Source: an optimization exercise on an open RTL-to-GDS flow (aim: small area, a short achievable clock period and few clock cycles per item). Production flows keep margins and buffers that such runs may drop. At most, simulation tests tie the RTL to the original design; equivalence was not proved. Power figures rest on the tool's default switching activity, not on a simulated workload.

==> flow/design.v (excerpt) <==
module ray_grid_stepper #(
    parameter int COORD_W   = 13,
    parameter int CELL_LOG2 = 6,
    parameter int GRID_LOG2 = 6,
    parameter int FRAC_W    = 8,
    parameter int MAX_STEPS = 64,
    parameter int RAM_LAT   = 1
) (
    input  logic                       clock,
    input  logic                       resetn,
    input  logic                       start,
    input  logic                       mode,
    input  logic                       dir_neg,
    input  logic [COORD_W-1:0]         player_x,
    input  logic [COORD_W-1:0]         player_y,
    input  logic [COORD_W+FRAC_W-1:0]  slope,
    output logic                       busy,
    output logic                       done,
    output logic                       hit,
    output logic                       out_of_bounds,
    output logic                       step_limit,
    output logic [COORD_W-1:0]         hit_x,
    output logic [COORD_W-1:0]         hit_y,
    output logic [7:0]                 steps,
    output logic                       grid_rd_en,
    output logic [2*GRID_LOG2-1:0]     grid_addr,
    input  logic                       grid_data
);
For scale: ~86 flip-flops.
clock: 11.0 ns
lec_check: 0
cap_margin: 20
core_margin: 2
core_utilization: 60
cts_buf_list: sky130_fd_sc_hd__clkbuf_8
place_density: 0.7
slew_margin: 20
synth_hierarchical: 1
synth_minimum_keep_size: 0
standard.sh (not shown) runs the stock make flow with config.mk's settings and CLKGATE_MAP_FILE= SYNTH_SCRIPT=/design/flow/synth_recipe.tcl, a recipe that flattens the netlist after the stock synthesis.
==> flow/flow/run.sh <==
#!/bin/bash
set -o pipefail
export BUFFER_PORTS_ARGS="-buffer_cell sky130_fd_sc_hd__buf_1"
bash standard.sh SETUP_SLACK_MARGIN=5.8 finish > standard.log 2>&1
The baseline completed with no timing, DRC or antenna violations.
Testbench counts at the start, summed over its fixed seeds: cycles 12,152, rays 1,536.
==> next run, changes <==
--- a/flow/design.v
+++ b/flow/design.v
@@ -40,40 +40,30 @@
     logic                  ndn;
     logic [27:0]           vs, vc;
     logic [6:0]            low_sum;
     always_comb begin
         p_in    = mode ? player_x : player_y;
         s_in    = mode ? player_y : player_x;
         ndn     = !dir_neg;
         low_sum = {1'b0, vs[5:0]} + {1'b0, vc[5:0]};
     end
-    logic [3:0]            bone, btwo, bneg, bone_x, btwo_x, bneg_x, bone_y, btwo_y, bneg_y;
-    logic [6:0]            rbx, rby;
-    always_comb begin
-        rbx = {player_x[5:0], 1'b0};
-        rby = {player_y[5:0], 1'b0};
+    logic [3:0]            bone, btwo, bneg;
+    logic [6:0]            rb;
+    always_comb begin
+        rb = {p_in[5:0], 1'b0};
         for (int j = 0; j < 3; j++) begin
-            bone_x[j] = rbx[2*j+1] ^ rbx[2*j];
-            btwo_x[j] = rbx[2*j+2] ? (!rbx[2*j+1] && !rbx[2*j]) : (rbx[2*j+1] && rbx[2*j]);
-            bneg_x[j] = !rbx[2*j+2];
-            bone_y[j] = rby[2*j+1] ^ rby[2*j];
-            btwo_y[j] = rby[2*j+2] ? (!rby[2*j+1] && !rby[2*j]) : (rby[2*j+1] && rby[2*j]);
-            bneg_y[j] = !rby[2*j+2];
+            bone[j] = rb[2*j+1] ^ rb[2*j];
+            btwo[j] = rb[2*j+2] ? (!rb[2*j+1] && !rb[2*j]) : (rb[2*j+1] && rb[2*j]);
+            bneg[j] = !rb[2*j+2];
         end
-        bone_x[3] = ndn ^ player_x[5];
-        btwo_x[3] = 1'b0;
-        bneg_x[3] = player_x[5];
-        bone_y[3] = ndn ^ player_y[5];
-        btwo_y[3] = 1'b0;
-        bneg_y[3] = player_y[5];
-        bone = mode ? bone_x : bone_y;
-        btwo = mode ? btwo_x : btwo_y;
-        bneg = mode ? bneg_x : bneg_y;
+        bone[3] = ndn ^ p_in[5];
+        btwo[3] = 1'b0;
+        bneg[3] = p_in[5];
     end
     logic cs1, cs2, cs3, cs4, cs5, cs6, cs7, cs8, cs9, cs10, cs11, cs12, cs13, cs14, cs15, cs16, cs17, cs18, cs19, cs20, cs21, cs22, cs23, cs24, cs25, cs26, cs27, cs28, cs29, cs30, cs31, cs32, cs33, cs34, cs35, cs36, cs37, cs38, cs39, cs40, cs41, cs42, cs43, cs44, cs45, cs46, cs47, cs48, cs49, cs50, cs51, cs52, cs53, cs54, cs55, cs56, cs57, cs58, cs59, cs60, cs61, cs62, cs63, cs64, cs65, cs66, cs67, cs68, cs69, cs70, cs71, cs72, cs73, cs74, cs75, cs76, cs77, cs78, cs79, cs80, cs81, cs82, cs83, cs84, cs85, cs86, cs87, cs88, cs89, cs90, cs91, cs92, cs93, cs94, cs95, cs96, cs97, cs98, cs99, cs100, cs101, cs102, cs103, cs104, cs105, cs106, cs107, cs108, cs109, cs110, cs111, cs112, cs113, cs114, cs115, cs116, cs117, cs118, cs119, cs120, cs121, cs122, cs123, cs124, cs125, cs126;
     rgs_ha ha_cs1 (.a(bneg[3]), .b(((bone[3] & slope[0]) ^ bneg[3])), .s(cs1), .co(cs2));
     rgs_ha ha_cs3 (.a(((bone[3] & slope[1]) ^ bneg[3])), .b((((bone[0] & slope[7]) | (btwo[0] & slope[6])) ^ bneg[0])), .s(cs3), .co(cs4));
     rgs_fa fa_cs5 (.a(s_in[0]), .b(((bone[3] & slope[2]) ^ bneg[3])), .c((((bone[0] & slope[8]) | (btwo[0] & slope[7])) ^ bneg[0])), .s(cs5), .co(cs6));
     rgs_fa fa_cs7 (.a(s_in[1]), .b(((bone[3] & slope[3]) ^ bneg[3])), .c((((bone[0] & slope[9]) | (btwo[0] & slope[8])) ^ bneg[0])), .s(cs7), .co(cs8));
     rgs_fa fa_cs9 (.a(s_in[2]), .b(((bone[3] & slope[4]) ^ bneg[3])), .c((((bone[0] & slope[10]) | (btwo[0] & slope[9])) ^ bneg[0])), .s(cs9), .co(cs10));
     rgs_fa fa_cs11 (.a(s_in[3]), .b(((bone[3] & slope[5]) ^ bneg[3])), .c((((bone[0] & slope[11]) | (btwo[0] & slope[10])) ^ bneg[0])), .s(cs11), .co(cs12));
     rgs_fa fa_cs13 (.a(s_in[4]), .b(((bone[3] & slope[6]) ^ bneg[3])), .c((((bone[0] & slope[12]) | (btwo[0] & slope[11])) ^ bneg[0])), .s(cs13), .co(cs14));
Outcome: Setup slack gets worse by 0.087 ns; clock skew decreases by 0.0043 ns; die area came out lower by 2.5%; cell area grows by 0.53%; non-clock buffer count goes up by 5; critical path depth is unchanged; maximum frequency fell by 1.7%; wire length goes up by 3.4%; sequential share of layout area is lower by 0.13 points; first-iteration DRC count goes down by 8.1%; sequential power stays flat.
For the second run of this note, only the layout was checked, not whether the RTL still works.

[re-timing with driven ports]
How much do the figures lean on ideal ports? The routed layouts below were timed once more, with nothing changed but the port constraints.
Step 1 sets driving cells, clkbuf_16 on the clock port and buf_2 on the other inputs (assumed; they add their load-dependent delay and slew).
Step 2 times the ports against the registers' clock, not the clock port: input delays grow and output delays shrink by t, the midpoint of the rising clock arrivals with the driver on.
a / b / c = no drivers / after step 1 / after step 2; a / b = the first two.
run	shift t [ns]	setup slack, ns	worst register clock-pin slew, ns
the first run	0.415	5.942 / 5.906 / 5.558	0.10 / 0.10
the second run	0.416	5.856 / 5.812 / 5.395	0.09 / 0.09
After both steps setup and hold are still met in every run listed. For the second run, which loses most, drivers alone change the setup slack by -0.044 ns; drivers and shift together by -0.461 ns.
